This is an optimization exercise on Yosys and OpenROAD, whose aim is small area, a short achievable clock period and few clock cycles per item, not a production implementation. RTL that was checked went through simulation tests only; none was proved equivalent to the original. Function not checked in run 1: the RTL went through the layout flow alone.

## flow/design.v (module list and top-level ports; edited modules follow where they fit)
// module fmul_fa: 10 lines
// module fmul_bsel8: 14 lines
// module fmul_pg: 11 lines
// module fmul_g: 8 lines
// module fmul_ha: 9 lines
// module fmul_bsel: 10 lines
// module fmul_top: 1483 lines
module fmul_top (
  input  logic        clk,
  input  logic        rst_n,
  input  logic [31:0] op_a,
  input  logic [31:0] op_b,
  input  logic        start,
  input  logic        ready_in,
  output logic        valid_out,
  output logic        ready_out,
  output logic [31:0] result,
  output logic [3:0]  flags
);
  // ...
==> flow/run.sh <==
#!/bin/bash
# synth_recipe.tcl (not shown) runs the flow's synth.tcl, then flattens the netlist and writes it again
# the make line also repeats each setting of config.mk as NAME=value (left out here)
make -C /OpenROAD-flow-scripts/flow DESIGN_CONFIG=/design/flow/config.mk WORK_HOME=/design/flow/orfs CLKGATE_MAP_FILE= SYNTH_SCRIPT=/design/flow/synth_recipe.tcl finish
==> flow/config.mk <==
export PLATFORM = sky130hd
export DESIGN_NAME = fmul_top
export DESIGN_NICKNAME = fmul_top
export VERILOG_FILES = /design/flow/design.v
export SDC_FILE = /design/flow/constraint.sdc
export NUM_CORES = 4
export LEC_CHECK = 0
export ABC_CLOCK_PERIOD_IN_PS = 3500
export CAP_MARGIN = 20
export CORE_MARGIN = 2
export CORE_UTILIZATION = 40
export SETUP_SLACK_MARGIN = 4.4
export SLEW_MARGIN = 20
export SYNTH_HIERARCHICAL = 1
export SYNTH_MINIMUM_KEEP_SIZE = 0
export TNS_END_PERCENT = 0
==> flow/constraint.sdc <==
create_clock -name core_clock -period 8.0 [get_ports {clk}]
set_input_delay 1.6000 -clock core_clock [delete_from_list [all_inputs] [get_ports {clk}]]
set_output_delay 1.6000 -clock core_clock [all_outputs]
set_load 0.01 [all_outputs]
==> reports/qor_table.md, run 1 <==
| Step | Item | This run |
| --- | --- | --- |
| run status | Status | finished clean |
| floorplanning | Io pins | 106 |
| setup path | WP data required | 8.33 ns |
| setup path | Worst r2r src | b2_r0[4] |
| clock tree | Clock root buffer | sky130_fd_sc_hd__clkbuf_16 |
| routing | Number of nets with antenna violations after detailed routing | 0 |
| flow run | Total of max-cap violations | 0 |
| placement | Post-placement worst setup slack | 3.15 ns |
| setup path | Critical path's most frequent cell | sky130_fd_sc_hd__a21o_1 |
| clock tree | Htree depth | 1 |
| logic synthesis | Netlist area before placement | 24300 µm² |
| worst hold path | Path category of the worst min-delay check | reg2reg |
| clock tree | Sink Count | 228 |
| routing | DR WL/cell | 22.6 µm |
| finish | Register with the most flip-flops | b2_r0 |
| setup path | Arrival time worst endpoint | 4.48 ns |
| finish | Layout Cells excl Fill | 3011 |
| timing | Total Neg Setup Slack | 0 ns |
| routing | Via Count | 16900 |
| finish | Flip-flop count of the largest register after layout | 48 |
| timing | Maximum clock frequency | 0.241 GHz |
| grt | Largest net degree at the start of global routing | 79 |
| routing | Violation count after the first detailed-routing iteration | 1224 |
| routing | Remaining design rule violation count | 0 |
| finish | Number of clock buffers in the layout | 29 |
| timing | Slew Limit Fails | 0 |
| clock tree | CTS tree | done |
| timing | Setup Skew | 0.0294 ns |
| setup path | Critical path capture point type | flop |
| clock tree | Reg clk slew, reported paths | 0.06 ns |
| setup path | Cells along the critical path | inv_2, ha_4, and2_1, a21o_1, a21o_1, a21o_4, a21o_4, a21o_1, xnor2_4, or3_4, or4_4, or2_4, or2_4, o31a_1, o21a_1 |
| finish | Share of final-layout standard cells stronger than drive strength 1 | 0.217 |
| routing | Overall routed net length | 68000 µm |
| finish | Sequential cell count of the final layout | 228 |
| floorplanning | Row cnt | 90 |
==> run 2: changes to the inputs <==
--- a/flow/design.v
+++ b/flow/design.v
@@ -38,16 +38,23 @@
 module fmul_g (
   input  logic gh,
   input  logic ph,
   input  logic gl,
   output logic g
 );
   assign g = gh | (ph & gl);
 endmodule
+module fmul_and (
+  input  logic a,
+  input  logic b,
+  output logic y
+);
+  assign y = a & b;
+endmodule
 module fmul_ha (
   input  logic a,
   input  logic b,
   output logic s,
   output logic co
 );
   assign s  = a ^ b;
   assign co = a & b;
@@ -1473,21 +1480,152 @@
   assign k1   = prod[47:24];
   assign g1   = prod[23];
   assign t1   = st23;
   assign k0   = prod[46:23];
   assign g0   = prod[22];
   assign t0   = st22;
   assign r1   = g1 & (t1 | k1[0]);
   assign r0   = g0 & (t0 | k0[0]);
-  assign i1   = k1 + 24'd1;
-  assign i0   = k0 + 24'd1;
-  assign c1   = r1 & (&k1);
-  assign c0   = r0 & (&k0);
-  assign mant = p47 ? (r1 ? i1[22:0] : k1[22:0]) : (r0 ? i0[22:0] : k0[22:0]);
+  logic [24:0] a1, a0;
+  logic ra1;
+  fmul_and u_ra1 (.a(k1[1]), .b(k1[0]), .y(ra1));
+  logic ra2;
+  fmul_and u_ra2 (.a(k1[3]), .b(k1[2]), .y(ra2));
+  logic ra3;
+  fmul_and u_ra3 (.a(k1[5]), .b(k1[4]), .y(ra3));
+  logic ra4;
+  fmul_and u_ra4 (.a(k1[7]), .b(k1[6]), .y(ra4));
+  logic ra5;
+  fmul_and u_ra5 (.a(k1[9]), .b(k1[8]), .y(ra5));
+  logic ra6;
+  fmul_and u_ra6 (.a(k1[11]), .b(k1[10]), .y(ra6));
+  logic ra7;
+  fmul_and u_ra7 (.a(k1[13]), .b(k1[12]), .y(ra7));
+  logic ra8;
+  fmul_and u_ra8 (.a(k1[15]), .b(k1[14]), .y(ra8));
+  logic ra9;
+  fmul_and u_ra9 (.a(k1[17]), .b(k1[16]), .y(ra9));
+  logic ra10;
+  fmul_and u_ra10 (.a(k1[19]), .b(k1[18]), .y(ra10));
+  logic ra11;
+  fmul_and u_ra11 (.a(k1[21]), .b(k1[20]), .y(ra11));
+  logic ra12;
+  fmul_and u_ra12 (.a(k1[23]), .b(k1[22]), .y(ra12));
+  logic ra13;
+  fmul_and u_ra13 (.a(k1[2]), .b(ra1), .y(ra13));
+  logic ra14;
+  fmul_and u_ra14 (.a(ra2), .b(ra1), .y(ra14));
+  logic ra15;
+  fmul_and u_ra15 (.a(k1[6]), .b(ra3), .y(ra15));
+  logic ra16;
+  fmul_and u_ra16 (.a(ra4), .b(ra3), .y(ra16));
+  logic ra17;
+  fmul_and u_ra17 (.a(k1[10]), .b(ra5), .y(ra17));
+  logic ra18;
+  fmul_and u_ra18 (.a(ra6), .b(ra5), .y(ra18));
+  logic ra19;
+  fmul_and u_ra19 (.a(k1[14]), .b(ra7), .y(ra19));
+  logic ra20;
+  fmul_and u_ra20 (.a(ra8), .b(ra7), .y(ra20));
+  logic ra21;
+  fmul_and u_ra21 (.a(k1[18]), .b(ra9), .y(ra21));
+  logic ra22;
+  fmul_and u_ra22 (.a(ra10), .b(ra9), .y(ra22));
+  logic ra23;
+  fmul_and u_ra23 (.a(k1[22]), .b(ra11), .y(ra23));
+  logic ra24;
+  fmul_and u_ra24 (.a(ra12), .b(ra11), .y(ra24));
+  logic ra25;
+  fmul_and u_ra25 (.a(k1[4]), .b(ra14), .y(ra25));
+  logic ra26;
+  fmul_and u_ra26 (.a(ra3), .b(ra14), .y(ra26));
+  logic ra27;
+  fmul_and u_ra27 (.a(ra15), .b(ra14), .y(ra27));
+  logic ra28;
+  fmul_and u_ra28 (.a(ra16), .b(ra14), .y(ra28));
+  logic ra29;
+  fmul_and u_ra29 (.a(k1[12]), .b(ra18), .y(ra29));
+  logic ra30;
+  fmul_and u_ra30 (.a(ra7), .b(ra18), .y(ra30));
+  logic ra31;
+  fmul_and u_ra31 (.a(ra19), .b(ra18), .y(ra31));
+  logic ra32;
+  fmul_and u_ra32 (.a(ra20), .b(ra18), .y(ra32));
+  logic ra33;
+  fmul_and u_ra33 (.a(k1[20]), .b(ra22), .y(ra33));
+  logic ra34;
+  fmul_and u_ra34 (.a(ra11), .b(ra22), .y(ra34));
+  logic ra35;
+  fmul_and u_ra35 (.a(ra23), .b(ra22), .y(ra35));
+  logic ra36;
+  fmul_and u_ra36 (.a(ra24), .b(ra22), .y(ra36));
+  logic ra37;
+  fmul_and u_ra37 (.a(k1[8]), .b(ra28), .y(ra37));
+  logic ra38;
+  fmul_and u_ra38 (.a(ra5), .b(ra28), .y(ra38));
+  logic ra39;
+  fmul_and u_ra39 (.a(ra17), .b(ra28), .y(ra39));
+  logic ra40;
+  fmul_and u_ra40 (.a(ra18), .b(ra28), .y(ra40));
+  logic ra41;
+  fmul_and u_ra41 (.a(ra29), .b(ra28), .y(ra41));
+  logic ra42;
+  fmul_and u_ra42 (.a(ra30), .b(ra28), .y(ra42));
+  logic ra43;
+  fmul_and u_ra43 (.a(ra31), .b(ra28), .y(ra43));
+  logic ra44;
+  fmul_and u_ra44 (.a(ra32), .b(ra28), .y(ra44));
+  logic ra45;
+  fmul_and u_ra45 (.a(k1[16]), .b(ra44), .y(ra45));
+  logic ra46;
+  fmul_and u_ra46 (.a(ra9), .b(ra44), .y(ra46));
+  logic ra47;
+  fmul_and u_ra47 (.a(ra21), .b(ra44), .y(ra47));
+  logic ra48;
+  fmul_and u_ra48 (.a(ra22), .b(ra44), .y(ra48));
+  logic ra49;
+  fmul_and u_ra49 (.a(ra33), .b(ra44), .y(ra49));
+  logic ra50;
+  fmul_and u_ra50 (.a(ra34), .b(ra44), .y(ra50));
+  logic ra51;
+  fmul_and u_ra51 (.a(ra35), .b(ra44), .y(ra51));
+  logic ra52;
+  fmul_and u_ra52 (.a(ra36), .b(ra44), .y(ra52));
+  assign a1[0] = 1'b1;
+  assign a1[1] = k1[0];
+  assign a1[2] = ra1;
+  assign a1[3] = ra13;
+  assign a1[4] = ra14;
+  assign a1[5] = ra25;
+  assign a1[6] = ra26;
+  assign a1[7] = ra27;
+  assign a1[8] = ra28;
+  assign a1[9] = ra37;
+  assign a1[10] = ra38;
+  assign a1[11] = ra39;
+  assign a1[12] = ra40;
+  assign a1[13] = ra41;
+  assign a1[14] = ra42;
+  assign a1[15] = ra43;
+  assign a1[16] = ra44;
+  assign a1[17] = ra45;
+  assign a1[18] = ra46;
+  assign a1[19] = ra47;
+  assign a1[20] = ra48;
+  assign a1[21] = ra49;
+  assign a1[22] = ra50;
+  assign a1[23] = ra51;
+  assign a1[24] = ra52;
+  assign a0 = {a1[23:0] & {24{prod[23]}}, 1'b1};
+  assign i1   = k1 ^ (a1[23:0] & {24{r1}});    
+  assign i0   = k0 ^ (a0[23:0] & {24{r0}});    
+  assign c1   = r1 & a1[24];
+  assign c0   = r0 & a0[24];
+  assign mant = p47 ? i1[22:0] : i0[22:0];
   assign nx   = p47 ? (g1 | t1) : (g0 | t0);
   assign e0   = b2_esum;
   assign e1   = b2_esum + 10'd1;
   assign e2   = b2_esum + 10'd2;
   assign of0  = ~e0[9] & (e0[8] | (&e0[7:0]));
   assign of1  = ~e1[9] & (e1[8] | (&e1[7:0]));
   assign of2  = ~e2[9] & (e2[8] | (&e2[7:0]));
   assign uf0  = e0[9] | (e0 == 10'd0);
==> flow/flow/run.sh (new file) <==
#!/bin/bash
# The standard layout (the standard.sh: ORFS synthesis to finish), with the
# ports buffered by sky130_fd_sc_hd__buf_2 instead of the flow's default pick.
set -euo pipefail
bash standard.sh 'BUFFER_PORTS_ARGS=-buffer_cell sky130_fd_sc_hd__buf_2'  finish > orfs_make.log 2>&1
==> flow/standard.sh (new file) <==
#!/bin/bash
# synth_recipe.tcl (not shown) runs the flow's synth.tcl, then flattens the netlist and writes it again
# the make line also repeats each setting of config.mk as NAME=value (left out here)
make -C /OpenROAD-flow-scripts/flow DESIGN_CONFIG=/design/flow/config.mk WORK_HOME=/design/flow/orfs CLKGATE_MAP_FILE= SYNTH_SCRIPT=/design/flow/synth_recipe.tcl "${@:-finish}"
removed: flow/run.sh
==> run 2 against run 1 <==
  * Still clean on timing, DRC and antenna
  * Synthesized area grew 2.3%
  * Worst setup slack better by 0.15 ns
  * Non-clock buffer count down 14
  * Sequential cell count did not move
  * Critical path depth is 7 lower
  * Synthesized cell count grew 3.8%
  * Utilization shrank 0.83 points
  * Register-to-register slack improved by 0.15 ns
  * Critical endpoint is now b2_r1[22]
  * Largest cell class unchanged
==> reports/qor_table.md, run 2 <==
| Step | Item | This run | vs previous |
| --- | --- | --- | --- |
| run status | Status | finished clean |  |
| routing | Number of nets with antenna violations after detailed routing | 0 | unchanged |
| finish | Register with the most flip-flops | b2_r0 |  |
| floorplanning | Io pins | 106 | unchanged |
| clock tree | Maximum clock insertion buffer count | 3 |  |
| timing | Slew @ Worst Pin | 1.10 ns |  |
| clock tree | Number of buffers created by CTS | 27 |  |
| placement | Total half-perimeter wirelength after legalization and detailed placement | 44500 µm |  |
| grt | Largest net degree at the start of global routing | 77 | -2.5% |
| logic synthesis | Instance count of the mapped netlist | 2039 |  |
| finish | Area Growth Syn to Fin | 14.8% |  |
| floorplanning | Effective utilization at floorplan | 0.404 |  |
| setup path | Arrival time worst endpoint | 4.30 ns | -0.18 ns |
| finish | Ant. Diodes | 0 |  |
| timing | Number of failing hold endpoints at the final stage | 0 |  |
| setup path | Critical Path Start Type | flop |  |
| setup path | Count of buffering cells on the critical path with inverters included | 1 |  |
| finish | Post-layout net count | 2701 |  |
| routing | Violation count after the first detailed-routing iteration | 1469 | +20% |
| timing | Min Hold Slack | 0.418 ns |  |
| clock tree | Hold bufs inserted after CTS | 0 |  |
| finish | Biggest regs | b2_r0 x48, b2_r1 x47 |  |
| logic synthesis | Netlist area before placement | 24900 µm² | +2.3% |
| clock tree | Clock root buffer | sky130_fd_sc_hd__clkbuf_16 |  |
| setup path | Critical Path Fanout Max | 24 |  |
| setup path | Critical path's most frequent cell | sky130_fd_sc_hd__fa_1 |  |
| worst hold path | Path category of the worst min-delay check | reg2reg |  |
| finish | Top library cells by usage in the layout, fill and taps aside | sky130_fd_sc_hd__xnor2_1, sky130_fd_sc_hd__a22oi_2, sky130_fd_sc_hd__fa_1, sky130_fd_sc_hd__edfxtp_1, sky130_fd_sc_hd__and2_1 |  |
| setup path | Critical path capture point type | flop |  |
| timing | Total Neg Setup Slack | 0 ns | unchanged |
| routing | Vias per std cell | 5.63 |  |
| clock tree | Reg clk slew, reported paths | 0.06 ns | about the same |
| clock tree | Skew-Pair Late Insertion Delay | 0.58 ns |  |
| routing | First-pass iteration count of the detailed router | 5 |  |
| floorplanning | Die outline area | 64200 µm² |  |
| setup path | Cells along the critical path | buf_4, a22oi_2, xnor2_1, fa_1, fa_1, fa_1, fa_1, fa_1 |  |
| finish | Leading cell type in the layout, fill and taps excluded | sky130_fd_sc_hd__xnor2_1 |  |
| timing | Shortest clock period the worst path allows after layout | 3.99 ns |  |
| routing | Via Count | 17500 | +3.4% |
| routing | DR WL/cell | 22.4 µm | -0.60% |
| grt | Number of global-route vias before repair | 18300 |  |
| grt | Total congestion overflow after global routing | 0 |  |
| routing | Remaining design rule violation count | 0 | unchanged |
| grt | Wire length of the first global-routing pass | 108000 µm |  |
| timing | Unrepaired setup endpoints after global routing | yes |  |
| timing | Maximum clock frequency | 0.250 GHz | +3.8% |
| routing | Overall routed net length | 69700 µm | +2.6% |
| setup path | Top Family by Delay on Critical Path | adder cells |  |
| timing | Final Setup Violations | 0 |  |
| logic synthesis | Average footprint of a synthesized cell | 12.2 µm² |  |
| grt | Gr usage total | 0.218 |  |
| logic synthesis | Number of warnings issued by yosys | 7 |  |
| placement | Weighted congestion reported at the end of routability-driven placement | 0.840 |  |
| setup path | Critical Path Slowest Stage Cell | sky130_fd_sc_hd__fa_1 |  |
| setup path | Slowest Stage Delay on Critical Path | 0.58 ns |  |
| flow run | Total of max-cap violations | 0 | unchanged |
| timing | Setup Skew | 0.0190 ns | -0.0104 ns |
| clock tree | Sink Count | 228 | unchanged |
| timing | Worst relative slew slack | 0.258 |  |
| grt | Number of antenna violations at the first check in global routing | 2 |  |
| timing | Period Utilization, post-route | 0.499 |  |
| setup path | WP data required | 8.31 ns | -0.02 ns |
| clock tree | Htree depth | 1 | unchanged |
| floorplanning | Die Y | 253 µm |  |
| floorplanning | Chip Width | 253 µm |  |
| timing | Slew Limit Fails | 0 | unchanged |
| setup path | Path type of the worst setup path | reg2reg |  |
| clock tree | CTS tree | done |  |
| placement | Total of buffers placed on input and output ports | 105 |  |
| floorplanning | Row cnt | 91 | +1.1% |
| floorplanning | Core area | 61600 µm² |  |
| finish | Post-route core utilization | 0.463 |  |
| finish | Share of final-layout standard cells stronger than drive strength 1 | 0.263 | +0.0462 |
| finish | Flip-flop count of the largest register after layout | 48 | unchanged |
[run 2: path summary, 6_finish.rpt]
path	startpoint	end	slack, ns	cells past startpoint
min in group asynchronous	rst_n	v2	0.82	1
max	b1_bo[2]	b2_r1[22]	4.01	8
min	b1_spec	b2_spec	0.42	0
min reg2reg	b1_spec	b2_spec	0.42	0
max reg2reg	b1_bo[2]	b2_r1[22]	4.01	8
max in group asynchronous	rst_n	vh	7.07	1
[run 2: stage by stage]
step                      worst slack, ns  instance area, µm²  cells
after detailed placement             3.27               26900   3032
after floorplan                      3.17               24900   2061
after CTS                            4.01               28200   3094
after global routing                 3.89               28500   3107
final                                4.01               28500   3107
after global placement               3.27               26900   3032
[run 2: metal layers]
layer	share of wire	vias to the layer above	global-route usage
li1	-	7814	-
met1	0.45	8898	0.309
met2	0.46	666	0.344
met3	0.065	117	0.0367
met4	0.024	2	0.0585
met5	0.00013	-	0
[run 2: cell type report]
type                    count  area (µm²)
fillers                  5518       33000
multi-input cells        1669       17900
flip-flops and latches    228        6830
repair buffers            192        1320
well taps                 837        1050
clock buffers              28         679
inverters                 131         494
clock inverters            22         302
[run 2: timing repair]
item,4_1_cts,5_1_grt
pin swaps,10,19
buffers inserted,8,11
setup endpoints to repair,102,173
cloned,4,2
gates resized for setup,44,41
endpoints found under the hold margin,0,0
[run 2: worst reg2reg max path: cells and delay by family (launching register included)]
kind | cells | cell delay, ns
fa+ha+maj | 5 | 2.54
buf+inv | 1 | 0.43
flops | 1 | 0.33
xor+xnor | 1 | 0.25
compound gates | 1 | 0.19
Testbench counts of run 2, summed over its fixed seeds: cycles 8,024, items 8,000.
==> run 3: changes to the inputs <==
==> flow/run.sh (new file) <==
#!/bin/bash
# synth_recipe.tcl (not shown) runs the flow's synth.tcl, then flattens the netlist and writes it again
# the make line also repeats each setting of config.mk as NAME=value (left out here)
make -C /OpenROAD-flow-scripts/flow DESIGN_CONFIG=/design/flow/config.mk WORK_HOME=/design/flow/orfs CLKGATE_MAP_FILE= SYNTH_SCRIPT=/design/flow/synth_recipe.tcl finish
removed: flow/flow/run.sh
removed: flow/standard.sh
==> run 3 against run 2 <==
  * Utilization increased by 0.59 points
  * Sequential cell count stayed put
  * Still clean on timing, DRC and antenna
  * Synthesized cell count unchanged
  * Clock skew is 0.018 ns higher
  * First-iteration DRC count decreased by 14%
  * Clock-buffer cell count is 8 higher
  * Maximum frequency hardly changed
  * Critical path type unchanged
==> reports/qor_table.md, run 3 <==
| Step | Item | This run | vs previous |
| --- | --- | --- | --- |
| run status | Status | finished clean |  |
| finish | Share of final-layout standard cells stronger than drive strength 1 | 0.226 | -0.0365 |
| grt | Number of global-route vias before repair | 18300 | -0.14% |
| routing | Violation count after the first detailed-routing iteration | 1258 | -14% |
| placement | Total of buffers placed on input and output ports | 105 | unchanged |
| placement | Total half-perimeter wirelength after legalization and detailed placement | 44500 µm | about the same |
| grt | Wire length of the first global-routing pass | 108000 µm | +0.69% |
| worst hold path | Path category of the worst min-delay check | reg2reg |  |
| setup path | Cells along the critical path | buf_4, a21oi_1, xnor2_1, fa_1, fa_1, fa_1, fa_1, fa_1 |  |
| setup path | Startpoint of the most critical setup path | b1_bt[5] |  |
| floorplanning | Core area | 61600 µm² | unchanged |
| clock tree | Clock root buffer | sky130_fd_sc_hd__clkbuf_16 |  |
| setup path | Flop-to-flop setup slack | 4.00 ns | about the same |
| routing | Number of nets with antenna violations after detailed routing | 0 | unchanged |
| routing | Via Count | 17500 | -0.13% |
| grt | Number of antenna violations at the first check in global routing | 0 | -2 |
| clock tree | Number of buffers created by CTS | 27 | unchanged |
| setup path | Count of buffering cells on the critical path with inverters included | 1 | unchanged |
| finish | Top library cells by usage in the layout, fill and taps aside | sky130_fd_sc_hd__xnor2_1, sky130_fd_sc_hd__a22oi_2, sky130_fd_sc_hd__fa_1, sky130_fd_sc_hd__edfxtp_1, sky130_fd_sc_hd__and2_1 |  |
| finish | Biggest regs | b2_r0 x48, b2_r1 x47 |  |
| logic synthesis | Average footprint of a synthesized cell | 12.2 µm² | unchanged |
| floorplanning | Io pins | 106 | unchanged |
| floorplanning | Row cnt | 91 | unchanged |
| timing | Total Neg Setup Slack | 0 ns | unchanged |
| floorplanning | Effective utilization at floorplan | 0.404 | unchanged |
| clock tree | Reg clk slew, reported paths | 0.06 ns | about the same |
| floorplanning | Die outline area | 64200 µm² | unchanged |
| setup path | WP data required | 8.26 ns | -0.05 ns |
| setup path | Critical Path Slowest Stage Cell | sky130_fd_sc_hd__fa_1 |  |
| finish | Combined area of the multi-input logic cells | 17800 µm² | -0.20% |
| routing | Vias per std cell | 5.62 | -0.25% |
| logic synthesis | Instance count of the mapped netlist | 2039 | unchanged |
| clock tree | Sink Count | 228 | unchanged |
| timing | Final Setup Violations | 0 | unchanged |
| routing | First-pass iteration count of the detailed router | 5 | unchanged |
| finish | Area Growth Syn to Fin | 16.3% |  |
| routing | DR WL/cell | 22.3 µm | -0.73% |
| setup path | Path type of the worst setup path | reg2reg |  |
| setup path | Critical Path Fanout Max | 24 | unchanged |
| timing | Slew @ Worst Pin | 0.837 ns | -0.266 ns |
| setup path | Worst r2r src | b1_bt[5] |  |
| setup path | Critical path capture point type | flop |  |
| floorplanning | Die Y | 253 µm | unchanged |
| routing | Remaining design rule violation count | 0 | unchanged |
| timing | Min Hold Slack | 0.412 ns | -0.00584 ns |
| timing | Shortest clock period the worst path allows after layout | 4.00 ns | +0.00328 ns |
| timing | Unrepaired setup endpoints after global routing | yes |  |
| grt | Largest net degree at the start of global routing | 68 | -12% |
| flow run | Total of max-cap violations | 0 | unchanged |
| finish | Ant. Diodes | 0 | unchanged |
| timing | Setup Skew | 0.0366 ns | +0.0177 ns |
| finish | Number of fill cells in the layout | 5677 | +2.9% |
| finish | Leading cell type in the layout, fill and taps excluded | sky130_fd_sc_hd__xnor2_1 |  |
| placement | Placement Cell Area | 27400 µm² | +2.0% |
| finish | Register with the most flip-flops | b2_r0 |  |
| clock tree | Skew-Pair Late Insertion Delay | 0.57 ns | about the same |
| finish | Post-layout net count | 2707 | +0.22% |
| setup path | Top Family by Delay on Critical Path | adder cells |  |
| timing | Worst relative slew slack | 0.442 | +0.184 |
| routing | Overall routed net length | 69300 µm | -0.60% |
| worst hold path | Hold path startpoint | b1_esum[9] |  |
| finish | FF/Latch Area | 6830 µm² | unchanged |
| timing | Maximum clock frequency | 0.250 GHz | about the same |
| finish | Flip-flop count of the largest register after layout | 48 | unchanged |
| finish | Final design instance area without fill | 28900 µm² | +1.3% |
| timing | Slew Limit Fails | 0 | unchanged |
| clock tree | Maximum clock insertion buffer count | 3 | unchanged |
| setup path | Slowest Stage Delay on Critical Path | 0.55 ns | -0.03 ns |
| placement | Weighted congestion reported at the end of routability-driven placement | 0.854 | +1.6% |
| logic synthesis | Number of warnings issued by yosys | 7 | unchanged |
| timing | Number of failing hold endpoints at the final stage | 0 | unchanged |
| floorplanning | Chip Width | 253 µm | unchanged |
| timing | Period Utilization, post-route | 0.499 | about the same |
| clock tree | Htree depth | 1 | unchanged |
| setup path | Critical path's most frequent cell | sky130_fd_sc_hd__fa_1 |  |
| logic synthesis | Netlist area before placement | 24900 µm² | unchanged |
| setup path | Arrival time worst endpoint | 4.25 ns | -0.05 ns |
| clock tree | CTS tree | done |  |
| grt | Total congestion overflow after global routing | 0 | unchanged |
| grt | Gr usage total | 0.220 | +0.00221 |
| setup path | Critical Path Start Type | flop |  |
-- run 3: cell count changes in the layout (fill, tap and decap cells not counted), sizes merged, moves of 2 or more --
cell           before  now
clkdlybuf4s50       0   70
clkinvlp            5    1
clkbuf             29   36
nand2b             14   16
bufbuf              2    0
buf               189  119
clkinv              7    3
dlygate4sd2         0    8
-- run 3: through the flow --
stage          cells   util  setup slack, ns
3_3_place_gp    3035  0.445             3.08
3_5_place_dp    3035  0.445             3.08
2_1_floorplan   2061      -             3.17
6_report        3111  0.469             4.00
5_1_grt         3111  0.469             3.86
4_1_cts         3108  0.467             4.00
-- run 3: worst register-to-register path: stages, from the launching register on --
cell,delay [ns]
sky130_fd_sc_hd__edfxtp_1,0.32
sky130_fd_sc_hd__buf_4,0.46
sky130_fd_sc_hd__a21oi_1,0.20
sky130_fd_sc_hd__xnor2_1,0.17
sky130_fd_sc_hd__fa_1,0.48
sky130_fd_sc_hd__fa_1,0.53
sky130_fd_sc_hd__fa_1,0.47
sky130_fd_sc_hd__fa_1,0.51
sky130_fd_sc_hd__fa_1,0.55
-- run 3: metal layers --
metal / routed length (µm) / up-vias / track usage
met5: 0 / - / 0
li1: - / 7820 / -
met3: 5040 / 128 / 0.0455
met4: 1810 / 0 / 0.0551
met1: 30900 / 8842 / 0.306
met2: 31600 / 685 / 0.350
-- run 3: what timing repair did --
| action | CTS | global route |
|---|---|---|
| endpoints found under the setup margin | 180 | 171 |
| pin swaps | 15 | 5 |
| buffers inserted | 18 | 3 |
| resized for setup | 176 | 33 |
| gates cloned | 7 | 0 |
| hold buffers | 0 | 0 |
-- run 3: area by class of cell --
type / count / share of cell area
Inverter: 131 / 0.0171
Clock buffer: 36 / 0.0259
Tap cell: 837 / 0.0362
Sequential cell: 228 / 0.236
Clock inverter: 12 / 0.00705
Timing Repair Buffer: 197 / 0.0603
Multi-Input combinational cell: 1670 / 0.617
-- run 3: path summary, 6_finish.rpt --
| check | end | depth (start not counted) |
|---|---|---|
| setup / recovery | b2_r1[35] | 8 |
| hold / removal | b2_esum[9] | 0 |
| setup reg to reg | b2_r1[35] | 8 |
| hold reg to reg | b2_esum[9] | 0 |
| max in group asynchronous | v2 | 1 |
| min in group asynchronous | vh | 1 |

port drivers added, routing unchanged:
Ports are ideal in the flow. The routed layouts listed here were re-timed in OpenROAD. Step 1 sets driving cells, clkbuf_16 on the clock port and buf_2 on the other inputs (assumed; they add their load-dependent delay and slew). Step 2 also shifts input and output timing later by t, the mid clock arrival at the registers, as if the neighbouring blocks saw the same clock. a / b / c = no drivers / after step 1 / after step 2; a / b = the first two.
| run | t, ns | setup WS [ns] | worst setup path after step 2 | worst data-port slew with drivers (ns) | cell pins on the clock port's net |
|---|---|---|---|---|---|
| run 1 | 0.623 | 3.855 / 3.811 / 3.436 | input to register | 0.06 | 1 |
| run 2 | 0.629 | 4.008 / 4.008 / 3.821 | input to register | 0.06 | 1 |
| run 3 | 0.613 | 4.004 / 3.963 / 3.848 | input to register | 0.07 | 1 |
After both steps every run listed still meets setup and hold. For run 1, which loses most, drivers alone change the setup slack by -0.044 ns; drivers and shift together by -0.419 ns.
